Source: an optimization exercise on an open RTL-to-GDS flow (aim: small area, a short achievable clock period and few clock cycles per item). Production flows keep margins and buffers that such runs may drop.
No run shown here included a check of the RTL's function; only the layout flow was run.
No activity file was given, so power comes from the tool's default toggle rates.

`design/flow/design.v`:
```
package mac_pkg;
  function automatic logic [11:0] booth_enc(input logic [7:0] b);
    logic [8:0] bx;
    logic [11:0] e;
    bx = {b, 1'b0};
    for (int j = 0; j < 4; j++) begin
      e[3*j]     = bx[2*j+1] ^ bx[2*j];
      e[3*j + 1] = (bx[2*j+2] & ~bx[2*j+1] & ~bx[2*j]) | (~bx[2*j+2] & bx[2*j+1] & bx[2*j]);
      e[3*j + 2] = bx[2*j+2];
    end
    booth_enc = e;
  endfunction
endpackage
module mac_lane #(
  parameter bit INV = 1'b0    
) (
  input  logic        clk,
  input  logic        load_a,
  input  logic [7:0]  a_in,
  input  logic [11:0] benc,
  input  logic        load_p,
  input  logic        sat,
  input  logic        first,
  input  logic        en,
  output logic [15:0] acc,
  output logic        overflow
);
  logic [7:0] a;
  logic [11:0] be;
  logic fi;
  logic [8:0] x0, x1, x2, x3;
  logic [28:0] pr, pr_d;
  logic [15:0] acc_in;
  logic [16:0] pp, gg, cy, s, row0, row1;
  logic ov, ov0, ov1, ovs;
  logic [15:0] wacc;        
  logic pend, psgn;         
  logic sel_w, sel_hi, sel_lo;
  logic [15:0] acc_d;
  logic s1;
  logic c2;
  logic s3;
  logic c4;
  logic s5;
  logic c6;
  logic s7;
  logic c8;
  logic s9;
  logic c10;
  logic s11;
  logic c12;
  logic s13;
  logic c14;
  logic s15;
  logic c16;
  logic s17;
  logic c18;
  logic s19;
  logic c20;
  logic s21;
  logic c22;
  logic s23;
  logic c24;
  logic s25;
  logic c26;
  logic s27;
  logic c28;
  logic s29;
  logic c30;
  logic s31;
  logic c32;
  logic s33;
  logic c34;
  logic s35;
  logic c36;
  logic s37;
  logic c38;
  logic s39;
  logic c40;
  logic s41;
  logic c42;
  logic s43;
  logic c44;
  logic s45;
  logic c46;
  logic s47;
  logic c48;
  logic s49;
  logic c50;
  logic s51;
  logic c52;
  logic s53;
  logic c54;
  logic s55;
  logic c56;
  logic s57;
  logic c58;
  logic s59;
  logic c60;
  logic s61;
  logic c62;
  logic s63;
  logic c64;
  logic s65;
  logic c66;
  logic s67;
  logic c68;
  logic s69;
  logic c70;
  logic s71;
  logic c72;
  logic s73;
  logic c74;
  logic s75;
  logic c76;
  logic s77;
  logic c78;
  logic G79;
  logic G80;
  logic P81;
  logic G82;
  logic P83;
  logic G84;
  logic P85;
  logic G86;
  logic P87;
  logic G88;
  logic P89;
  logic G90;
  logic P91;
  logic G92;
  logic P93;
  logic G94;
  logic G95;
  logic G96;
  logic P97;
  logic G98;
  logic P99;
  logic G100;
  logic P101;
  logic G102;
  logic P103;
  logic G104;
  logic P105;
  logic G106;
  logic P107;
  logic G108;
  logic G109;
  logic G110;
  logic G111;
  logic G112;
  logic P113;
  logic G114;
  logic P115;
  logic G116;
  logic P117;
  logic G118;
  logic P119;
  logic G120;
  logic G121;
  logic G122;
  logic G123;
  logic G124;
  logic G125;
  logic G126;
  logic G127;
  assign x0 = (({9{be[0]}} & {a[7], a}) | ({9{be[1]}} & {a, 1'b0})) ^ {9{be[2]}};
  assign x1 = (({9{be[3]}} & {a[7], a}) | ({9{be[4]}} & {a, 1'b0})) ^ {9{be[5]}};
  assign x2 = (({9{be[6]}} & {a[7], a}) | ({9{be[7]}} & {a, 1'b0})) ^ {9{be[8]}};
  assign x3 = (({9{be[9]}} & {a[7], a}) | ({9{be[10]}} & {a, 1'b0})) ^ {9{be[11]}};
  assign be = benc ^ {12{INV}};
  assign fi = first ^ INV;
  assign acc = pend ? {psgn, {15{~psgn}}} : wacc;
  assign sel_w = !fi && !pend;
  assign sel_hi = !fi && pend && psgn;
  assign sel_lo = !fi && pend && !psgn;
  assign acc_in = ({16{sel_w}} & wacc) | {sel_hi, {15{sel_lo}}};
  assign s1 = be[11] ^ x0[6];
  assign c2 = be[11] & x0[6];
  assign s3 = x0[7] ^ x1[5];
  assign c4 = x0[7] & x1[5];
  assign s5 = 1'b1 ^ ~x0[8] ^ x1[6];
  assign c6 = (1'b1 & ~x0[8]) | (1'b1 & x1[6]) | (~x0[8] & x1[6]);
  assign s7 = 1'b1 ^ x1[7];
  assign c8 = 1'b1 & x1[7];
  assign s9 = be[8] ^ x0[4];
  assign c10 = be[8] & x0[4];
  assign s11 = x0[5] ^ x1[3];
  assign c12 = x0[5] & x1[3];
  assign s13 = x1[4] ^ x2[2] ^ x3[0];
  assign c14 = (x1[4] & x2[2]) | (x1[4] & x3[0]) | (x2[2] & x3[0]);
  assign s15 = x2[3] ^ x3[1] ^ s3;
  assign c16 = (x2[3] & x3[1]) | (x2[3] & s3) | (x3[1] & s3);
  assign s17 = x2[4] ^ x3[2] ^ c4;
  assign c18 = (x2[4] & x3[2]) | (x2[4] & c4) | (x3[2] & c4);
  assign s19 = x2[5] ^ x3[3] ^ s7;
  assign c20 = (x2[5] & x3[3]) | (x2[5] & s7) | (x3[3] & s7);
  assign s21 = ~x1[8] ^ x2[6] ^ x3[4];
  assign c22 = (~x1[8] & x2[6]) | (~x1[8] & x3[4]) | (x2[6] & x3[4]);
  assign s23 = 1'b1 ^ x2[7];
  assign c24 = 1'b1 & x2[7];
  assign s25 = be[5] ^ x0[2];
  assign c26 = be[5] & x0[2];
  assign s27 = x0[3] ^ x1[1];
  assign c28 = x0[3] & x1[1];
  assign s29 = x1[2] ^ x2[0] ^ s9;
  assign c30 = (x1[2] & x2[0]) | (x1[2] & s9) | (x2[0] & s9);
  assign s31 = x2[1] ^ s11 ^ c10;
  assign c32 = (x2[1] & s11) | (x2[1] & c10) | (s11 & c10);
  assign s33 = s1 ^ c12 ^ s13;
  assign c34 = (s1 & c12) | (s1 & s13) | (c12 & s13);
  assign s35 = c2 ^ c14 ^ s15;
  assign c36 = (c2 & c14) | (c2 & s15) | (c14 & s15);
  assign s37 = s5 ^ c16 ^ s17;
  assign c38 = (s5 & c16) | (s5 & s17) | (c16 & s17);
  assign s39 = c6 ^ c18 ^ s19;
  assign c40 = (c6 & c18) | (c6 & s19) | (c18 & s19);
  assign s41 = c8 ^ s21 ^ c20;
  assign c42 = (c8 & s21) | (c8 & c20) | (s21 & c20);
  assign s43 = x3[5] ^ s23 ^ c22;
  assign c44 = (x3[5] & s23) | (x3[5] & c22) | (s23 & c22);
  assign s45 = ~x2[8] ^ x3[6] ^ c24;
  assign c46 = (~x2[8] & x3[6]) | (~x2[8] & c24) | (x3[6] & c24);
  assign s47 = 1'b1 ^ x3[7];
  assign c48 = 1'b1 & x3[7];
  assign s49 = pr[0] ^ pr[1];
  assign c50 = pr[0] & pr[1];
  assign s51 = pr[2] ^ acc_in[1];
  assign c52 = pr[2] & acc_in[1];
  assign s53 = pr[3] ^ pr[4] ^ acc_in[2];
  assign c54 = (pr[3] & pr[4]) | (pr[3] & acc_in[2]) | (pr[4] & acc_in[2]);
  assign s55 = pr[5] ^ pr[6] ^ acc_in[3];
  assign c56 = (pr[5] & pr[6]) | (pr[5] & acc_in[3]) | (pr[6] & acc_in[3]);
  assign s57 = pr[7] ^ pr[8] ^ acc_in[4];
  assign c58 = (pr[7] & pr[8]) | (pr[7] & acc_in[4]) | (pr[8] & acc_in[4]);
  assign s59 = pr[9] ^ pr[10] ^ acc_in[5];
  assign c60 = (pr[9] & pr[10]) | (pr[9] & acc_in[5]) | (pr[10] & acc_in[5]);
  assign s61 = pr[11] ^ pr[12] ^ acc_in[6];
  assign c62 = (pr[11] & pr[12]) | (pr[11] & acc_in[6]) | (pr[12] & acc_in[6]);
  assign s63 = pr[13] ^ pr[14] ^ acc_in[7];
  assign c64 = (pr[13] & pr[14]) | (pr[13] & acc_in[7]) | (pr[14] & acc_in[7]);
  assign s65 = pr[15] ^ pr[16] ^ acc_in[8];
  assign c66 = (pr[15] & pr[16]) | (pr[15] & acc_in[8]) | (pr[16] & acc_in[8]);
  assign s67 = pr[17] ^ pr[18] ^ acc_in[9];
  assign c68 = (pr[17] & pr[18]) | (pr[17] & acc_in[9]) | (pr[18] & acc_in[9]);
  assign s69 = pr[19] ^ pr[20] ^ acc_in[10];
  assign c70 = (pr[19] & pr[20]) | (pr[19] & acc_in[10]) | (pr[20] & acc_in[10]);
  assign s71 = pr[21] ^ pr[22] ^ acc_in[11];
  assign c72 = (pr[21] & pr[22]) | (pr[21] & acc_in[11]) | (pr[22] & acc_in[11]);
  assign s73 = pr[23] ^ pr[24] ^ acc_in[12];
  assign c74 = (pr[23] & pr[24]) | (pr[23] & acc_in[12]) | (pr[24] & acc_in[12]);
  assign s75 = pr[25] ^ pr[26] ^ acc_in[13];
  assign c76 = (pr[25] & pr[26]) | (pr[25] & acc_in[13]) | (pr[26] & acc_in[13]);
  assign s77 = pr[27] ^ pr[28] ^ acc_in[14];
  assign c78 = (pr[27] & pr[28]) | (pr[27] & acc_in[14]) | (pr[28] & acc_in[14]);
  assign pp[0] = (acc_in[0] ^ s49);
  assign gg[0] = (acc_in[0] & s49);
  assign pp[1] = (s51 ^ c50);
  assign gg[1] = (s51 & c50);
  assign pp[2] = (s53 ^ c52);
  assign gg[2] = (s53 & c52);
  assign pp[3] = (s55 ^ c54);
  assign gg[3] = (s55 & c54);
  assign pp[4] = (s57 ^ c56);
  assign gg[4] = (s57 & c56);
  assign pp[5] = (s59 ^ c58);
  assign gg[5] = (s59 & c58);
  assign pp[6] = (s61 ^ c60);
  assign gg[6] = (s61 & c60);
  assign pp[7] = (s63 ^ c62);
  assign gg[7] = (s63 & c62);
  assign pp[8] = (s65 ^ c64);
  assign gg[8] = (s65 & c64);
  assign pp[9] = (s67 ^ c66);
  assign gg[9] = (s67 & c66);
  assign pp[10] = (s69 ^ c68);
  assign gg[10] = (s69 & c68);
  assign pp[11] = (s71 ^ c70);
  assign gg[11] = (s71 & c70);
  assign pp[12] = (s73 ^ c72);
  assign gg[12] = (s73 & c72);
  assign pp[13] = (s75 ^ c74);
  assign gg[13] = (s75 & c74);
  assign pp[14] = (s77 ^ c76);
  assign gg[14] = (s77 & c76);
  assign pp[15] = (~acc_in[15] ^ c78);
  assign gg[15] = (~acc_in[15] & c78);
  assign pp[16] = 1'b1;
  assign gg[16] = 1'b0;
  assign G79 = gg[1] | (pp[1] & gg[0]);
  assign G80 = gg[3] | (pp[3] & gg[2]);
  assign P81 = pp[3] & pp[2];
  assign G82 = gg[5] | (pp[5] & gg[4]);
  assign P83 = pp[5] & pp[4];
  assign G84 = gg[7] | (pp[7] & gg[6]);
  assign P85 = pp[7] & pp[6];
  assign G86 = gg[9] | (pp[9] & gg[8]);
  assign P87 = pp[9] & pp[8];
  assign G88 = gg[11] | (pp[11] & gg[10]);
  assign P89 = pp[11] & pp[10];
  assign G90 = gg[13] | (pp[13] & gg[12]);
  assign P91 = pp[13] & pp[12];
  assign G92 = gg[15] | (pp[15] & gg[14]);
  assign P93 = pp[15] & pp[14];
  assign G94 = gg[2] | (pp[2] & G79);
  assign G95 = G80 | (P81 & G79);
  assign G96 = gg[6] | (pp[6] & G82);
  assign P97 = pp[6] & P83;
  assign G98 = G84 | (P85 & G82);
  assign P99 = P85 & P83;
  assign G100 = gg[10] | (pp[10] & G86);
  assign P101 = pp[10] & P87;
  assign G102 = G88 | (P89 & G86);
  assign P103 = P89 & P87;
  assign G104 = gg[14] | (pp[14] & G90);
  assign P105 = pp[14] & P91;
  assign G106 = G92 | (P93 & G90);
  assign P107 = P93 & P91;
  assign G108 = gg[4] | (pp[4] & G95);
  assign G109 = G82 | (P83 & G95);
  assign G110 = G96 | (P97 & G95);
  assign G111 = G98 | (P99 & G95);
  assign G112 = gg[12] | (pp[12] & G102);
  assign P113 = pp[12] & P103;
  assign G114 = G90 | (P91 & G102);
  assign P115 = P91 & P103;
  assign G116 = G104 | (P105 & G102);
  assign P117 = P105 & P103;
  assign G118 = G106 | (P107 & G102);
  assign P119 = P107 & P103;
  assign G120 = gg[8] | (pp[8] & G111);
  assign G121 = G86 | (P87 & G111);
  assign G122 = G100 | (P101 & G111);
  assign G123 = G102 | (P103 & G111);
  assign G124 = G112 | (P113 & G111);
  assign G125 = G114 | (P115 & G111);
  assign G126 = G116 | (P117 & G111);
  assign G127 = G118 | (P119 & G111);
  assign cy[0] = 1'b0;
  assign cy[1] = gg[0];
  assign cy[2] = G79;
  assign cy[3] = G94;
  assign cy[4] = G95;
  assign cy[5] = G108;
  assign cy[6] = G109;
  assign cy[7] = G110;
  assign cy[8] = G111;
  assign cy[9] = G120;
  assign cy[10] = G121;
  assign cy[11] = G122;
  assign cy[12] = G123;
  assign cy[13] = G124;
  assign cy[14] = G125;
  assign cy[15] = G126;
  assign cy[16] = G127;
  assign s = pp ^ cy;
  assign pr_d[0] = be[2];   
  assign pr_d[1] = x0[0];   
  assign pr_d[2] = x0[1];   
  assign pr_d[3] = x1[0];   
  assign pr_d[4] = s25;   
  assign pr_d[5] = s27;   
  assign pr_d[6] = c26;   
  assign pr_d[7] = s29;   
  assign pr_d[8] = c28;   
  assign pr_d[9] = s31;   
  assign pr_d[10] = c30;   
  assign pr_d[11] = s33;   
  assign pr_d[12] = c32;   
  assign pr_d[13] = s35;   
  assign pr_d[14] = c34;   
  assign pr_d[15] = s37;   
  assign pr_d[16] = c36;   
  assign pr_d[17] = s39;   
  assign pr_d[18] = c38;   
  assign pr_d[19] = s41;   
  assign pr_d[20] = c40;   
  assign pr_d[21] = s43;   
  assign pr_d[22] = c42;   
  assign pr_d[23] = s45;   
  assign pr_d[24] = c44;   
  assign pr_d[25] = s47;   
  assign pr_d[26] = c46;   
  assign pr_d[27] = ~x3[8];   
  assign pr_d[28] = c48;   
  assign ov = s[16] ^ s[15];
  assign acc_d = s[15:0];
  always_ff @(posedge clk) begin
    if (load_a) a <= a_in;
    if (load_p) pr <= pr_d;
    if (en) begin
      wacc <= acc_d;
      pend <= ov && sat;
      psgn <= s[16];
      overflow <= (overflow && !fi) || ov;
    end
  end
endmodule
module mac_array #(
  parameter int DATA_WIDTH = 8,
  parameter int ACC_WIDTH  = 16,
  parameter int NUM_LANES  = 8,
  parameter int VEC_LEN    = 8,
  parameter int SIGNED     = 1
) (
  input  logic                           clk,
  input  logic                           rst_n,
  input  logic                           clr,
  input  logic                           in_valid,
  output logic                           in_ready,
  input  logic [NUM_LANES*DATA_WIDTH-1:0] a_in,
  input  logic [DATA_WIDTH-1:0]          b_in,
  input  logic                           sat_en,
  output logic                           out_valid,
  input  logic                           out_ready,
  output logic [NUM_LANES*ACC_WIDTH-1:0] acc_out,
  output logic [NUM_LANES-1:0]           overflow,
  output logic                           busy
);
  logic [2:0] cnt;           
  logic v1, v2;              
  logic first1, last1, sat1;
  logic first2, last2, sat2;
  logic first2_n;            
  logic [11:0] benc, benc_n;   
  logic [11:0] benc_d;
  assign benc_d = mac_pkg::booth_enc(b_in);
  logic hold, accept, move, step;
  logic blk;                 
  logic v1_n, v2_n, ov_n;
  assign hold = out_valid && !out_ready;
  assign step = v2 && !hold;                  
  assign move = v1 && !(v2 && hold);          
  assign in_ready = !clr && !(blk && !out_ready);
  assign accept = in_valid && in_ready;
  assign busy = (cnt != 3'd0) || (v1 && last1) || (v2 && last2) || out_valid;
  always_comb begin
    v1_n = v1;
    v2_n = v2;
    ov_n = out_valid;
    if (clr) begin
      v1_n = 1'b0;
      v2_n = 1'b0;
      ov_n = 1'b0;
    end else begin
      if (accept) v1_n = 1'b1;
      else if (move) v1_n = 1'b0;
      if (move) v2_n = 1'b1;
      else if (step) v2_n = 1'b0;
      if (step && last2) ov_n = 1'b1;
      else if (out_valid && out_ready) ov_n = 1'b0;
    end
  end
  always_ff @(posedge clk or negedge rst_n) begin
    if (!rst_n) begin
      cnt <= '0;
      v1 <= 1'b0;
      v2 <= 1'b0;
      out_valid <= 1'b0;
      blk <= 1'b0;
    end else begin
      if (clr) cnt <= '0;
      else if (accept) cnt <= cnt + 1'b1;
      v1 <= v1_n;
      v2 <= v2_n;
      out_valid <= ov_n;
      blk <= v1_n && v2_n && ov_n;
    end
  end
  always_ff @(posedge clk) begin
    if (accept) begin
      benc <= benc_d;
      benc_n <= ~benc_d;
      sat1 <= sat_en;
      first1 <= (cnt == 3'd0);
      last1 <= (cnt == 3'd7);
    end
    if (move) begin
      sat2 <= sat1;
      first2 <= first1;
      first2_n <= !first1;
      last2 <= last1;
    end
  end
  for (genvar i = 0; i < NUM_LANES; i++) begin : g_lane
    localparam bit INVL = (i >= NUM_LANES / 2);
    logic [11:0] lane_benc;
    logic lane_first;
    assign lane_benc = INVL ? benc_n : benc;
    assign lane_first = INVL ? first2_n : first2;
    mac_lane #(.INV(INVL)) u_lane (
      .clk(clk),
      .load_a(accept),
      .a_in(a_in[i*DATA_WIDTH +: DATA_WIDTH]),
      .benc(lane_benc),
      .load_p(move),
      .sat(sat2),
      .first(lane_first),
      .en(step),
      .acc(acc_out[i*ACC_WIDTH +: ACC_WIDTH]),
      .overflow(overflow[i])
    );
  end
endmodule
```
`design/flow/flow/run.sh`:
```
#!/bin/bash
# Own layout flow: the standard layout (standard synthesis unchanged), with each port buffered
# by a buf_2 instead of the default delay-buffer cell. The make output goes to flow_make.log here.
set -euo pipefail
cd "$(dirname "$0")/.."
bash standard.sh 'BUFFER_PORTS_ARGS=-buffer_cell sky130_fd_sc_hd__buf_2' finish > flow_make.log 2>&1
```
`design/flow/standard.sh`:
```
#!/bin/bash
# synth_recipe.tcl (not shown) runs the flow's synth.tcl, then flattens the netlist and writes it again
# the make line also repeats each setting of config.mk as NAME=value (left out here)
make -C /OpenROAD-flow-scripts/flow DESIGN_CONFIG=/design/flow/config.mk WORK_HOME=/design/flow/orfs CLKGATE_MAP_FILE= SYNTH_SCRIPT=/design/flow/synth_recipe.tcl "${@:-finish}"
```
`design/flow/config.mk`:
```
export PLATFORM = sky130hd
export DESIGN_NAME = mac_array
export DESIGN_NICKNAME = mac_array
export VERILOG_FILES = /design/flow/design.v
export SDC_FILE = /design/flow/constraint.sdc
export NUM_CORES = 4
export LEC_CHECK = 0
export CAP_MARGIN = 20
export CORE_MARGIN = 2
export CORE_UTILIZATION = 40
export SETUP_SLACK_MARGIN = 3.0
export SLEW_MARGIN = 20
```
`design/flow/constraint.sdc`:
```
create_clock -name core_clock -period 6.0 [get_ports {clk}]
set_input_delay 1.2000 -clock core_clock [delete_from_list [all_inputs] [get_ports {clk}]]
set_output_delay 1.2000 -clock core_clock [all_outputs]
set_load 0.01 [all_outputs]
```
==> results of run 1 <==
power by group through the flow:
stage / sequential [uW] / combinational [uW] / clock, uW
floorplan: 4440 / 2710 / 0
global placement: 4500 / 3500 / 0
detailed placement: 4510 / 3560 / 0
CTS: 4430 / 4410 / 3510
global route: 4450 / 5480 / 3650
finish: 4430 / 4940 / 3430
registers in the layout, indices dropped and copies added, names as in the netlist, 3 cells and up:
register	cells
g_lane.u_lane.psgn	8
g_lane.u_lane.pr	226
g_lane.u_lane.wacc	128
benc_n	12
g_lane.u_lane.overflow	8
cnt	3
benc	12
g_lane.u_lane.a	64
g_lane.u_lane.pend	8
placed cells by master (no fill, tap or decap), drive strengths merged, types with 3 or more instances in the layout:
master | netlist | routed
a2111oi | 5 | 5
a211oi | 3 | 3
a21o | 16 | 16
a21oi | 78 | 78
a221oi | 6 | 6
a22oi | 112 | 112
a31oi | 5 | 5
and2 | 47 | 47
and3 | 6 | 6
buf | 37 | 486
bufinv | 0 | 7
clkbuf | 123 | 64
clkinv | 2 | 28
clkinvlp | 0 | 7
dfrtp | 7 | 7
edfxtp | 473 | 473
fa | 248 | 248
ha | 195 | 195
inv | 615 | 615
mux2 | 4 | 4
mux2i | 11 | 11
nand2 | 191 | 193
nand2b | 17 | 18
nand3 | 19 | 19
nand3b | 5 | 5
nand4 | 7 | 7
nor2 | 59 | 59
nor2b | 18 | 18
nor3 | 14 | 14
o211ai | 3 | 3
o21a | 52 | 52
o21ai | 125 | 125
o21bai | 4 | 4
o22ai | 112 | 112
or3 | 9 | 9
xnor2 | 297 | 297
xor2 | 81 | 81
repair_timing:
action | 4_1_cts | 5_1_grt
gates resized for setup | 412 | 264
buffers inserted | 141 | 89
cloned | 8 | 4
pin swaps | 139 | 151
endpoints found under the hold margin | 0 | 0
endpoints found under the setup margin | 311 | 179
cells by family after synthesis:
group	after synthesis	synth area share, %
AOI/OAI and AO/OA	537	10.4
xor gates and xnor gates	378	9.87
adders and majority gates	443	22.1
buffers and inverters	777	8.90
DFF	480	42.8
muxes	15	0.462
and+or+nand+nor	396	5.48
worst paths after layout:
path | from | to | depth (start not counted)
max | g_lane[5].u_lane.pend$_DFFE_PP_ | g_lane[5].u_lane.wacc[6]$_DFFE_PP_ | 16
min | rst_n | v1$_DFF_PN0_ | 1
max reg2reg | g_lane[5].u_lane.pend$_DFFE_PP_ | g_lane[5].u_lane.wacc[6]$_DFFE_PP_ | 16
min reg2reg | sat1$_DFFE_PP_ | sat2$_DFFE_PP_ | 0
max in group asynchronous | rst_n | blk$_DFF_PN0_ | 1
min in group core_clock | sat1$_DFFE_PP_ | sat2$_DFFE_PP_ | 0
routing by layer:
layer | vias to the layer above | GRT usage, % | wire [um]
li1 | 10800 | - | -
met2 | 628 | 31.9 | 41400
met3 | 174 | 4.20 | 5710
met1 | 11400 | 27.5 | 39400
met4 | 18 | 6.32 | 2650
met5 | - | 0 | 110
final cells by class:
type,instances,area [um2],share of cell area [%]
Multi-Input combinational cell,1772,18700,43.9
Sequential cell,480,14400,33.7
Timing Repair Buffer,487,4010,9.38
Inverter,617,2350,5.51
Clock buffer,63,1430,3.34
Tap cell,1080,1350,3.17
Clock inverter,38,405,0.950
Timing Repair inverter,2,25.0,0.0586
Antenna cell,2,5.00,0.0117
stage by stage:
stage,instance area (um2),utilization (%)
6_report,42700,51.2
2_1_floorplan,33800,-
3_3_place_gp,35800,42.9
5_1_grt,42700,51.2
3_5_place_dp,35800,42.9
4_1_cts,40800,48.9
critical path, stage by stage, from the launching register on:
cell and delay, ps:
edfxtp_1 510, buf_6 190, o21a_1 180, and2_4 160, fa_1 470, ha_1 310, a21o_1 170, a21oi_2 210
nand2_2 100, buf_4 150, buf_4 120, buf_4 120, buf_4 120, buf_4 120, buf_4 120, nor2_2 80
nor2_1 40
==> impl_summary.log, run 1 <==
[metrics] fraction of registers with async set or reset after synthesis: under 10%
[metrics] worst slew margin relative to its limit: around 40%
[metrics] register share of total power: ~35%
[metrics] Post-Route Setup TNS: 0 ps
[metrics] Leak: about 0.018 uW
[metrics] total I/O pin count: between 200 and 250
[metrics] number of library cell types mapped by synthesis: 66
[metrics] list of most frequent post-synthesis cells: inv_1, edfxtp_1, xnor2_1
[metrics] leading cell type by number of instances after synthesis: inv_1
[metrics] kind of end point of the critical path: flip-flop
[metrics] number of hold violations in the final report: 0
[metrics] total global routing track utilization: approximately a fifth
[metrics] DR vias: 23000
[metrics] Die Height: between 200 and 300 um
[metrics] final hold slack: 407 ps
[metrics] dominant cells by area after synthesis: edfxtp_1, fa_1, xnor2_1
[metrics] via count of the first global-routing pass: ~23000
[metrics] final worst-path setup slack: approximately 2600 ps
[metrics] Total Nets Final: 3937
[metrics] Post-Synthesis Mean Instance Area: between 10 and 15 um2
[metrics] share of the synthesized area in the top cell type: between 40% and 50%
[metrics] remaining design rule violation count: 0
[metrics] kind of start point of the critical path: flip-flop
[metrics] final non-filler cell total: approximately 4500
[metrics] R2R Setup Slk: between 2000 and 3000 ps
[metrics] leading area contributor after synthesis: edfxtp_1
[metrics] number of flops mapped to enable cells by yosys: ~470
[metrics] clock-pin transition on the worst setup and hold timing paths: about 60 ps
[metrics] first-pass detailed-route iteration total: 5
[metrics] total instance count after detailed placement: 4196
[metrics] final wirelength: 89.2 mm
[metrics] Clk Latency, worst-skew pair: ~660 ps
[metrics] count of port buffers added during placement: ~220
[metrics] core region area: 83400 um2
[metrics] die outline width: 294 um
[metrics] TritonCTS clock tree: done
[metrics] fraction of layout instances using a drive strength above 1: ~28%
[metrics] DR iter-0 viols: between 1500 and 2000
[metrics] pin count of the biggest net entering global routing: 96
[metrics] relative contribution of the clock network to total power: between 20% and 30%
[metrics] most frequently used flop master after synthesis: edfxtp_1
[metrics] number of CTS-inserted buffers: 56
[metrics] total of fill cells in the finished design: slightly above 7000
[metrics] clock sink total: 480
[metrics] clock tree skew after final layout: about 52 ps
[metrics] root buffer selected by CTS: clkbuf_16
[metrics] routability cong.: 0.838
[metrics] worst vdd rail ir drop: 0.000237 V
[metrics] measured slew at the worst slew-check pin: between 800 and 900 ps
[metrics] full die area: 86200 um2
[metrics] drt wl/cell: roughly 20 um
[metrics] relative area change from synthesis to final layout: 27.2%
[metrics] antenna violations before repair: 13
[metrics] vias per cell: roughly 5.1
[metrics] first-pass GRT wire length: about 130 mm
[metrics] arrival time reported for the critical path endpoint: ~3800 ps
[metrics] largest fanout on the critical path: 5
[metrics] post-synthesis instance area: roughly 34000 um2
[metrics] number of warning messages in the yosys log: 3
[metrics] Gate Count Post-Synth: slightly above 3000
[metrics] flop and latch count out of synthesis: 480
[metrics] number of pins with negative max-slew slack in the final report: 0
[metrics] standard-cell row count: about 110
[metrics] critical path class: reg2reg
[metrics] number of buffers inserted for hold repair after clock tree synthesis: 0
[metrics] share of the clock period used by the worst path: a little under three fifths
[metrics] total power: between 10000 and 15000 uW
[metrics] # setup viols final: 0
[metrics] starting density of the core: about 40%
[metrics] switching power total: 4220 uW
[metrics] share of total power consumed by net switching: between 30% and 40%
[metrics] critical path data required time: approximately 6400 ps
[metrics] design internal power: 8580 uW
[metrics] share of synthesized area occupied by flip-flops and latches: 42.8%
[metrics] Pwr Density: roughly 300 nW/um2
[metrics] highest clock frequency the design can meet: slightly below 300 MHz
[metrics] half-perimeter wire length after placement: roughly 57 mm
[metrics] unrepaired setup endpoints after global routing: true
[metrics] maximum capacitance violations: 0
[metrics] type of the most critical hold path: in2async
[metrics] proportion of power drawn by combinational gates: 38.6%
[metrics] run status: no timing/DRC/antenna violations
[metrics] final antenna-violating net count: 0
[metrics] number of levels in the clock H-tree: 2
[metrics] global-route congestion overflow total: 0
[metrics] post-layout min period: between 3000 and 4000 ps
[metrics] Max Root-Sink Buffers: 3
[metrics] pre-CTS WS: around 1800 ps
==> run 2, diff against run 1 <==
--- a/design/flow/design.v
+++ b/design/flow/design.v
@@ -37,3 +37,2 @@
   logic pend, psgn;         
-  logic sel_w, sel_hi, sel_lo;
   logic [15:0] acc_d;
@@ -172,7 +171,4 @@
   assign fi = first ^ INV;
+  assign acc_in = fi ? 16'd0 : acc;
   assign acc = pend ? {psgn, {15{~psgn}}} : wacc;
-  assign sel_w = !fi && !pend;
-  assign sel_hi = !fi && pend && psgn;
-  assign sel_lo = !fi && pend && !psgn;
-  assign acc_in = ({16{sel_w}} & wacc) | {sel_hi, {15{sel_lo}}};
   assign s1 = be[11] ^ x0[6];
==> design/flow/flow/run.sh (replaced) <==
#!/bin/bash
# Own layout flow: the standard layout (standard synthesis unchanged), with each port buffered
# by a buf_2 instead of the default delay-buffer cell, and with Yosys/ABC's buffers removed at
# floorplan instead of a timing repair before placement (timing is repaired after placement).
# The make output goes to flow_make.log here.
set -euo pipefail
cd "$(dirname "$0")/.."
bash standard.sh 'BUFFER_PORTS_ARGS=-buffer_cell sky130_fd_sc_hd__buf_2' 'REMOVE_ABC_BUFFERS=1' finish > flow_make.log 2>&1
==> run 2 against run 1 <==
Hold slack better by 3.5 ps. Sequential power about the same. Flip-flop and latch count unchanged. Power down 2.1%. Worst setup slack about the same. Sequential share of layout area up 0.64 points. Register-to-register slack about the same. Still clean on timing, DRC and antenna.
==> impl_summary.log, run 2 <==
[metrics] first-pass detailed-route iteration total: 5
[metrics] number of warning messages in the yosys log: 3
[metrics] most frequently used flop master after synthesis: edfxtp_1
[metrics] full die area: 85800 um2
[metrics] number of pins with negative max-slew slack in the final report: 0
[metrics] Antenna diodes: 0
[metrics] TritonCTS clock tree: done
[metrics] vias per cell: approximately 5
[metrics] Largest register FFs: ~230
[metrics] core region area: about 80000 um2
[metrics] via count of the first global-routing pass: 23500
[metrics] flop and latch count out of synthesis: 480
[metrics] DR iter-0 viols: 1560
[metrics] die outline width: around 290 um
[metrics] measured slew at the worst slew-check pin: 995 ps
[metrics] fraction of registers with async set or reset after synthesis: under 10%
[metrics] half-perimeter wire length after placement: about 55 mm
[metrics] worst vdd rail ir drop: 0.000222 V
[metrics] final antenna-violating net count: 0
[metrics] dominant cells by area after synthesis: edfxtp_1, fa_1, xnor2_1
[metrics] run status: no timing/DRC/antenna violations
[metrics] unrepaired setup endpoints after global routing: true
[metrics] share of the synthesized area in the top cell type: a little over two fifths
[metrics] total of fill cells in the finished design: a little over 7000
[metrics] post-synthesis instance area: 33400 um2
[metrics] clock sink total: 480
[metrics] starting density of the core: about 41%
[metrics] global-route congestion overflow total: 0
[metrics] final wirelength: approximately 87 mm
[metrics] clock-pin transition on the worst setup and hold timing paths: around 60 ps
[metrics] number of flops mapped to enable cells by yosys: around 470
[metrics] registers with the most flip-flops: g_lane.u_lane.pr: 226 flops, g_lane.u_lane.wacc: 128 flops, g_lane.u_lane.a: 64 flops
[metrics] routability cong.: between 0.8 and 0.9
[metrics] finished layout cell area: about 42000 um2
[metrics] # setup viols final: 0
[metrics] type of the most critical hold path: in2async
[metrics] Clk Latency, worst-skew pair: approximately 630 ps
[metrics] Total Nets Final: about 4000
[metrics] kind of end point of the critical path: flip-flop
[metrics] remaining design rule violation count: 0
[metrics] count of port buffers added during placement: between 200 and 250
[metrics] register with the most flip-flops: g_lane.u_lane.pr
[metrics] share of synthesized area occupied by flip-flops and latches: 43.1%
[metrics] CP max-delay cell: fa_2
[metrics] Die Height: approximately 290 um
[metrics] placed cell area: approximately 36000 um2
[metrics] number of library cell types mapped by synthesis: 56
[metrics] share of the clock period used by the worst path: ~57%
[metrics] Pwr Density: ~300 nW/um2
[metrics] final hold slack: 410 ps
[metrics] standard-cell row count: ~110
[metrics] maximum capacitance violations: 0
[metrics] Leak: 0.0181 uW
[metrics] clock tree skew after final layout: about 33 ps
[metrics] post-layout min period: approximately 3400 ps
[metrics] total global routing track utilization: between 10% and 20%
[metrics] root buffer selected by CTS: clkbuf_16
[metrics] largest fanout on the critical path: 7
[metrics] Max Root-Sink Buffers: 3
[metrics] most used cells in the layout excluding fill and tap cells: inv_1, edfxtp_1, xnor2_1, fa_1, buf_2
[metrics] number of CTS-inserted buffers: between 50 and 60
[metrics] number of levels in the clock H-tree: 2
[metrics] antenna violations before repair: 8
[metrics] Cell Chain, Critical Path: buf_6 -> o21ai_4 -> nand2_2 -> fa_2 -> inv_1 -> ha_1 -> a21o_1 -> a21o_1 -> or2_1 -> and2_4 -> o21ai_2 -> nand2b_1 -> fa_2 -> xor2_1
[metrics] leading cell type in the layout, fill and taps excluded: inv_1
[metrics] number of hold violations in the final report: 0
[metrics] arrival time reported for the critical path endpoint: roughly 3800 ps
[metrics] drt wl/cell: around 19 um
[metrics] leading cell type by number of instances after synthesis: inv_1
[metrics] first-pass GRT wire length: around 130 mm
[metrics] DR vias: approximately 23000
[metrics] leading area contributor after synthesis: edfxtp_1
[metrics] Gate Count Post-Synth: around 3000
[metrics] worst slew margin relative to its limit: about a third
[metrics] list of most frequent post-synthesis cells: inv_1, edfxtp_1, xnor2_1
[metrics] highest clock frequency the design can meet: about 300 MHz
[metrics] Post-Route Setup TNS: 0 ps
[metrics] worst stage delay on the critical path: 510 ps
[metrics] critical path class: reg2reg
[metrics] kind of start point of the critical path: flip-flop
[metrics] Post-Synthesis Mean Instance Area: approximately 11 um2
[metrics] pin count of the biggest net entering global routing: 146
[metrics] relative area change from synthesis to final layout: 25.4%
[metrics] total I/O pin count: 217
[metrics] critical path data required time: 6390 ps
[metrics] fraction of layout instances using a drive strength above 1: 25.7%
## run 2: cell types whose count changed after synthesis, moves of 7 or more
cell and delta:
o21a_1 -44, o21ai_0 +40, inv_1 +39, a21o_1 +16
nand2_1 -12, a21oi_1 -10, buf_2 -10, nand3_1 -8
o21ai_1 +7
## run 2: power by group
part | leakage [uW] | internal [uW] | total, uW | switching, uW
sequential | 0.00451 | 4290 | 4410 | 118
combinational | 0.0127 | 2160 | 4660 | 2500
clock | 0.000896 | 1990 | 3450 | 1460
total | 0.0181 | 8440 | 12500 | 4080
## run 2: critical path: cells and delay by family (launching register included)
family,cells,cell delay (ps)
AO/OA/AOI/OAI,4,650
XOR/XNOR,1,140
adder cells (fa/ha/maj),3,1040
buffers and inverters,2,240
flip-flops,1,500
AND/OR/NAND/NOR,4,550
## run 2: stage by stage
stage | setup WS (ps) | total power [uW] | utilization [%] | instances
2_1_floorplan | -7800 | 7030 | - | 2875
3_3_place_gp | 1720 | 7810 | 43.1 | 4195
3_5_place_dp | 1730 | 7900 | 43.1 | 4195
4_1_cts | 2620 | 12100 | 49.0 | 4450
5_1_grt | 2470 | 13300 | 50.8 | 4512
6_report | 2600 | 12500 | 50.8 | 4512
## run 2: routing by layer
metal | vias to the layer above | share of wire [%] | wire length (um) | global-route usage, %
li1 | 10700 | - | - | -
met1 | 11400 | 43 | 37500 | 26.8
met2 | 611 | 47 | 41000 | 31.7
met3 | 142 | 6.4 | 5530 | 4.21
met4 | 16 | 2.8 | 2400 | 5.82
met5 | - | 0.11 | 98 | 0
## run 2: worst paths after layout
path                                                       from                            endpoint  slack, ps  depth (start not counted)
worst max-delay path            g_lane[6].u_lane.pend$_DFFE_PP_  g_lane[6].u_lane.wacc[9]$_DFFE_PP_       2600                         14
max in group asynchronous                                 rst_n                  cnt[0]$_DFFE_PN0P_       5440                          1
min in group core_clock                          sat1$_DFFE_PP_                      sat2$_DFFE_PP_        460                          0
worst min register to register                   sat1$_DFFE_PP_                      sat2$_DFFE_PP_        460                          0
worst min-delay path                                      rst_n                 out_valid$_DFF_PN0_        410                          1
worst max register to register  g_lane[6].u_lane.pend$_DFFE_PP_  g_lane[6].u_lane.wacc[9]$_DFFE_PP_       2600                         14
## run 2: repair_timing
| action | CTS | global route |
|---|---|---|
| gates cloned | 11 | 0 |
| buffers inserted | 139 | 62 |
| endpoints found under the hold margin | 0 | 0 |
| hold buffers | 0 | 0 |
| resized for setup | 502 | 207 |
| pin swaps | 141 | 104 |
| endpoints found under the setup margin | 303 | 205 |
## run 2: logic make-up after synthesis
logic type / share of synthesized area (%)
AO/OA/AOI/OAI: 10.2
XOR/XNOR: 9.83
adder cells (fa/ha/maj): 22.2
buffers and inverters: 9.25
flip-flops: 43.1
multiplexers: 0.446
AND/OR/NAND/NOR: 5.07
## run 2: final cells by class
cell class	count	area, um2	share of cell area (%)
clock buffers	75	1560	3.71
clock inverters	30	277	0.660
inverters	656	2500	5.97
multi-input cells	1740	18100	43.3
flip-flops and latches	480	14400	34.3
well taps	1070	1340	3.20
repair buffers	460	3680	8.79
repair inverters	1	16.3	0.0388
==> run 3, diff against run 2 <==
--- a/design/flow/design.v
+++ b/design/flow/design.v
@@ -17,4 +17,3 @@
   input  logic        clk,
-  input  logic        load_a,
-  input  logic [7:0]  a_in,
+  input  logic [7:0]  a,
   input  logic [11:0] benc,
@@ -27,3 +26,2 @@
 );
-  logic [7:0] a;
   logic [11:0] be;
@@ -35,4 +33,2 @@
   logic ov, ov0, ov1, ovs;
-  logic [15:0] wacc;        
-  logic pend, psgn;         
   logic [15:0] acc_d;
@@ -169,6 +165,5 @@
   assign x3 = (({9{be[9]}} & {a[7], a}) | ({9{be[10]}} & {a, 1'b0})) ^ {9{be[11]}};
-  assign be = benc ^ {12{INV}};
+  assign be = benc;
   assign fi = first ^ INV;
   assign acc_in = fi ? 16'd0 : acc;
-  assign acc = pend ? {psgn, {15{~psgn}}} : wacc;
   assign s1 = be[11] ^ x0[6];
@@ -381,11 +376,11 @@
   assign pr_d[28] = c48;   
-  assign ov = s[16] ^ s[15];
-  assign acc_d = s[15:0];
+  assign ov0 = pp[16] ^ gg[15] ^ pp[15];
+  assign ov1 = pp[16] ^ (gg[15] | pp[15]) ^ ~pp[15];
+  assign ov = cy[15] ? ov1 : ov0;
+  assign ovs = ov && sat;
+  assign acc_d = ovs ? {~s[15], {15{s[15]}}} : s[15:0];
   always_ff @(posedge clk) begin
-    if (load_a) a <= a_in;
     if (load_p) pr <= pr_d;
     if (en) begin
-      wacc <= acc_d;
-      pend <= ov && sat;
-      psgn <= s[16];
+      acc <= acc_d;
       overflow <= (overflow && !fi) || ov;
@@ -416,20 +411,16 @@
   logic [2:0] cnt;           
-  logic v1, v2;              
-  logic first1, last1, sat1;
+  logic v2;                  
   logic first2, last2, sat2;
   logic first2_n;            
-  logic [11:0] benc, benc_n;   
-  logic [11:0] benc_d;
-  assign benc_d = mac_pkg::booth_enc(b_in);
-  logic hold, accept, move, step;
+  logic [11:0] benc;         
+  logic hold, accept, step;
   logic blk;                 
-  logic v1_n, v2_n, ov_n;
+  logic v2_n, ov_n;
+  assign benc = mac_pkg::booth_enc(b_in);
   assign hold = out_valid && !out_ready;
   assign step = v2 && !hold;                  
-  assign move = v1 && !(v2 && hold);          
   assign in_ready = !clr && !(blk && !out_ready);
   assign accept = in_valid && in_ready;
-  assign busy = (cnt != 3'd0) || (v1 && last1) || (v2 && last2) || out_valid;
+  assign busy = (cnt != 3'd0) || (v2 && last2) || out_valid;
   always_comb begin
-    v1_n = v1;
     v2_n = v2;
@@ -437,3 +428,2 @@
     if (clr) begin
-      v1_n = 1'b0;
       v2_n = 1'b0;
@@ -441,5 +431,3 @@
     end else begin
-      if (accept) v1_n = 1'b1;
-      else if (move) v1_n = 1'b0;
-      if (move) v2_n = 1'b1;
+      if (accept) v2_n = 1'b1;
       else if (step) v2_n = 1'b0;
@@ -452,3 +440,2 @@
       cnt <= '0;
-      v1 <= 1'b0;
       v2 <= 1'b0;
@@ -459,6 +446,5 @@
       else if (accept) cnt <= cnt + 1'b1;
-      v1 <= v1_n;
       v2 <= v2_n;
       out_valid <= ov_n;
-      blk <= v1_n && v2_n && ov_n;
+      blk <= v2_n && ov_n;
     end
@@ -467,13 +453,6 @@
     if (accept) begin
-      benc <= benc_d;
-      benc_n <= ~benc_d;
-      sat1 <= sat_en;
-      first1 <= (cnt == 3'd0);
-      last1 <= (cnt == 3'd7);
-    end
-    if (move) begin
-      sat2 <= sat1;
-      first2 <= first1;
-      first2_n <= !first1;
-      last2 <= last1;
+      sat2 <= sat_en;
+      first2 <= (cnt == 3'd0);
+      first2_n <= (cnt != 3'd0);
+      last2 <= (cnt == 3'd7);
     end
@@ -482,5 +461,3 @@
     localparam bit INVL = (i >= NUM_LANES / 2);
-    logic [11:0] lane_benc;
     logic lane_first;
-    assign lane_benc = INVL ? benc_n : benc;
     assign lane_first = INVL ? first2_n : first2;
@@ -488,6 +465,5 @@
       .clk(clk),
-      .load_a(accept),
-      .a_in(a_in[i*DATA_WIDTH +: DATA_WIDTH]),
-      .benc(lane_benc),
-      .load_p(move),
+      .a(a_in[i*DATA_WIDTH +: DATA_WIDTH]),
+      .benc(benc),
+      .load_p(accept),
       .sat(sat2),
==> design/flow/flow/run.sh (replaced) <==
#!/bin/bash
# Own layout flow: the standard layout (standard synthesis unchanged), with each port buffered
# by a buf_2 instead of the default delay-buffer cell. The make output goes to flow_make.log here.
set -euo pipefail
cd "$(dirname "$0")/.."
bash standard.sh 'BUFFER_PORTS_ARGS=-buffer_cell sky130_fd_sc_hd__buf_2' finish > flow_make.log 2>&1
--- a/design/flow/config.mk
+++ b/design/flow/config.mk
@@ -10,3 +10,3 @@
 export CORE_UTILIZATION = 40
-export SETUP_SLACK_MARGIN = 3.0
+export SETUP_SLACK_MARGIN = 2.5
 export SLEW_MARGIN = 20
==> run 3 against run 2 <==
Global-route usage is 3.5 points higher. Wire length increased by 25%. Register-to-register slack worse by 290 ps. Critical path depth rose by 2. Combinational power is 67% higher. Maximum frequency fell by 7.8%. First-iteration DRC count rose by 70%. Sequential power is 11% lower. Synthesized cell count is 27% higher. Largest power group unchanged.
==> impl_summary.log, run 3 <==
[metrics] run status: no timing/DRC/antenna violations
[metrics] global-route track usage on met2: between 30 and 40%
[metrics] final antenna-violating net count: 0
[metrics] full die area: 89300 um2
[metrics] busiest layer in global routing: met2
[metrics] total global routing track utilization: 23.2%
[metrics] CP max-delay cell: fa_2
[metrics] TritonCTS clock tree: done
[metrics] critical path data required time: about 6300 ps
[metrics] dominant cells by area after synthesis: edfxtp_1, fa_1, a21oi_1
[metrics] register share of total power: ~27%
[metrics] first-pass detailed-route iteration total: 6
[metrics] vias per cell: 5.62
[metrics] root buffer selected by CTS: clkbuf_16
[metrics] area fraction in and, or, nand and nor cells after synthesis: 8.99%
[metrics] leading cell type in the layout, fill and taps excluded: a21oi_1
[metrics] critical path class: reg2reg
[metrics] count of port buffers added during placement: 216
[metrics] Post-Synthesis Mean Instance Area: between 9 and 10 um2
[metrics] Largest register FFs: 225
[metrics] multiplexer share of the synthesized area: under 10%
[metrics] Global Route met1 Usage: 31.8%
[metrics] register with the most flip-flops: g_lane.u_lane.pr
[metrics] number of CTS-inserted buffers: 48
[metrics] largest fanout on the critical path: 7
[metrics] unrepaired setup endpoints after global routing: true
[metrics] cell occurring most often along the worst timing path: buf_12
[metrics] final wirelength: between 100 and 150 mm
[metrics] Total Nets Final: approximately 4500
[metrics] worst slew margin relative to its limit: roughly 33%
[metrics] # setup viols final: 0
[metrics] number of warning messages in the yosys log: 3
[metrics] Post-Route Setup TNS: 0 ps
[metrics] Synth Area in Compound Gates: between 20% and 30%
[metrics] Leak: approximately 0.017 uW
[metrics] Die Height: 299 um
[metrics] number of flops mapped to enable cells by yosys: between 300 and 400
[metrics] fraction of layout instances using a drive strength above 1: 22.0%
[metrics] share of total power consumed by net switching: 38.6%
[metrics] dominant combinational cell family by area after synthesis: compound AO/OA/AOI/OAI gates
[metrics] kind of cell adding the most delay to the critical path: adder cells
[metrics] clock sink total: between 300 and 400
[metrics] number of levels in the clock H-tree: 2
[metrics] design internal power: between 8000 and 9000 uW
[metrics] core region area: a little under 90000 um2
[metrics] Cell Chain, Critical Path: buf_12 -> buf_12 -> buf_8 -> and2_4 -> fa_2 -> ha_4 -> nand3_4 -> a21oi_4 -> o21ai_4 -> o21ai_4 -> a311oi_4 -> buf_6 -> and2b_2 -> buf_12 -> mux2i_4 -> o211ai_1
[metrics] highest clock frequency the design can meet: between 200 and 300 MHz
[metrics] starting density of the core: between 40 and 50%
[metrics] number of library cell types mapped by synthesis: 85
[metrics] leading cell type by number of instances after synthesis: a21oi_1
[metrics] measured slew at the worst slew-check pin: 998 ps
[metrics] Max Root-Sink Buffers: 3
[metrics] proportion of power drawn by combinational gates: a little over half
[metrics] leading area contributor after synthesis: edfxtp_1
[metrics] most frequently used flop master after synthesis: edfxtp_1
[metrics] pre-CTS WS: ~930 ps
[metrics] total of fill cells in the finished design: 8033
[metrics] arrival time reported for the critical path endpoint: 3990 ps
[metrics] Util after Layout: 49.0%
[metrics] total I/O pin count: 217
[metrics] Clk Latency, worst-skew pair: about 590 ps
[metrics] R2R Setup Slk: between 2000 and 2500 ps
[metrics] DR iter-0 viols: 2646
[metrics] worst vdd rail ir drop: approximately 0.00022 V
[metrics] share of the synthesized area in the top cell type: between 30% and 40%
[metrics] number of buffers inserted for hold repair after clock tree synthesis: 0
[metrics] switching power total: 5610 uW
[metrics] flop and latch count out of synthesis: around 370
[metrics] adder and majority cell fraction of the synthesized area: between 20% and 30%
[metrics] Gate Count Post-Synth: between 3000 and 4000
[metrics] area used by multi-input combinational logic: around 23000 um2
[metrics] Pwr Density: approximately 340 nW/um2
[metrics] worst stage delay on the critical path: roughly 460 ps
[metrics] relative area change from synthesis to final layout: 21.8%
[metrics] via count of the first global-routing pass: approximately 28000
[metrics] registers with the most flip-flops: g_lane.u_lane.pr: 225 flops, g_lane.u_lane.acc: 128 flops, g_lane.u_lane.overflow: 8 flops
[metrics] pin count of the biggest net entering global routing: 155
[metrics] remaining design rule violation count: 0
[metrics] most used cells in the layout excluding fill and tap cells: a21oi_1, inv_1, edfxtp_1, nand2_1, fa_1
[metrics] share of the clock period used by the worst path: about three fifths
[metrics] drt wl/cell: 20.7 um
[metrics] final hold slack: 429 ps
[metrics] clock tree skew after final layout: around 15 ps
[metrics] number of buffers and inverters on the critical path: 5
[metrics] standard-cell row count: approximately 110
[metrics] post-layout min period: 3690 ps
[metrics] antenna violations before repair: 24
[metrics] relative contribution of the clock network to total power: about a fifth
[metrics] kind of start point of the critical path: flip-flop
[metrics] clock-pin transition on the worst setup and hold timing paths: roughly 60 ps
[metrics] first-pass GRT wire length: between 150 and 200 mm
[metrics] half-perimeter wire length after placement: 69.1 mm
[metrics] final worst-path setup slack: around 2300 ps
[metrics] die outline width: ~300 um
[metrics] type of the most critical hold path: in2async
[metrics] list of most frequent post-synthesis cells: a21oi_1, inv_1, edfxtp_1
[metrics] Register Area: between 10000 and 15000 um2
[metrics] fraction of registers with async set or reset after synthesis: 1.62%
[metrics] maximum capacitance violations: 0
[metrics] met3 track demand over resource: just under 4%
[metrics] number of pins with negative max-slew slack in the final report: 0
[metrics] number of hold violations in the final report: 0
[metrics] parity-gate share of the synthesized area counting xor and xnor cells: between 4 and 5%
[metrics] global-route congestion overflow total: 0
[metrics] routability cong.: about 0.85
[metrics] share of synthesized area occupied by flip-flops and latches: 32.0%
[metrics] kind of end point of the critical path: flip-flop
[metrics] post-synthesis instance area: between 30000 and 40000 um2
[metrics] DR vias: 29300
==> run 3: changes by cell type after synthesis, sizes merged, moves of 33 or more <==
cell    previous run  this run
a21oi             67       612
xnor2            294       114
nor2              60       238
clkbuf           121       259
inv              654       534
edfxtp           473       365
nand2            179       254
a22oi            113        41
a211oi             5        62
a221oi             2        48
o311a              0        45
o31ai              2        35
==> run 3: worst paths after layout <==
kind | start | cells past startpoint | end
worst min register to register | cnt[0]$_DFFE_PN0P_ | 1 | cnt[0]$_DFFE_PN0P_
max in group asynchronous | rst_n | 1 | out_valid$_DFF_PN0_
worst max register to register | first2_n$_DFFE_PP_ | 16 | g_lane[5].u_lane.acc[7]$_DFFE_PP_
worst min-delay path | rst_n | 1 | cnt[1]$_DFFE_PN0P_
worst max-delay path | first2_n$_DFFE_PP_ | 16 | g_lane[5].u_lane.acc[7]$_DFFE_PP_
min in group core_clock | cnt[0]$_DFFE_PN0P_ | 1 | cnt[0]$_DFFE_PN0P_
==> run 3: routing by layer <==
layer,part of all wire [%],vias to the layer above
met5,0.16,-
met4,2.7,26
met3,6.8,198
met2,48,1017
met1,43,14300
li1,-,13700
==> run 3: power by group through the flow <==
| stage | registers [uW] | logic (uW) | clock network, uW |
|---|---|---|---|
| floorplan | 3970 | 4330 | 0 |
| global placement | 3980 | 5680 | 0 |
| detailed placement | 3980 | 5800 | 0 |
| CTS | 3930 | 6920 | 2910 |
| global route | 3960 | 8580 | 3010 |
| finish | 3920 | 7760 | 2850 |
==> run 3: cell families (layout without fill, tap and decap cells) <==
group | Yosys count | in the layout
multiplexers | 34 | 38
XOR/XNOR | 170 | 170
buffers and inverters | 857 | 1044
flip-flops | 371 | 371
AND/OR/NAND/NOR | 704 | 708
other | 0 | 14
adder cells (fa/ha/maj) | 467 | 467
AO/OA/AOI/OAI | 1241 | 1244
==> run 3: what timing repair did <==
item	in CTS	in global routing
setup buffers	111	38
gates resized for setup	306	200
gates cloned	17	6
setup endpoints to repair	274	199
pin swaps	98	105
==> run 3: metrics by stage <==
| step | instances | total power, uW | cell area (um2) |
|---|---|---|---|
| 5_1_grt | 5205 | 15600 | 42300 |
| 4_1_cts | 5152 | 13800 | 40900 |
| 3_5_place_dp | 4939 | 9780 | 36700 |
| 3_3_place_gp | 4939 | 9670 | 36700 |
| 2_1_floorplan | 3844 | 8300 | 35300 |
| 6_report | 5211 | 14500 | 42300 |
==> run 3: area by class of cell <==
type	count	area share, %
inverter	535	4.84
sequential	371	26.2
timing repair buffer	424	8.30
multi-input combinational	2627	53.6
antenna	14	0.0827
clock inverter	27	0.582
tap	1155	3.41
clock buffer	58	2.98

[afterwards: timing with drivers on the ports]
The results above use ideal ports. As a check the final layouts listed here were re-extracted and re-timed, cells and wires unchanged.
Step 1, drivers: a clkbuf_16 drives clk and a buf_2 each remaining input, both assumed.
Step 2, shift: input delay + t, output delay - t, t = (earliest + latest rising clock arrival at the registers) / 2. This alone moves slack from input paths to output paths.
a / b / c = ideal ports / drivers / drivers and shift; a / b = the first two.
run	t (ns)	setup slack, ns	latest minus earliest clock arrival (ns)	pins driven straight from the clock port
run 1	0.698	2.600 / 2.558 / 2.588	0.057 / 0.056	1
run 2	0.669	2.600 / 2.600 / 2.600	0.041 / 0.041	1
run 3	0.654	2.311 / 2.311 / 1.849	0.020 / 0.020	1
After both steps setup and hold are still met in every run listed. The setup slack of run 3, which loses most, moves by 0.000 ns with the drivers and by -0.462 ns with both steps.
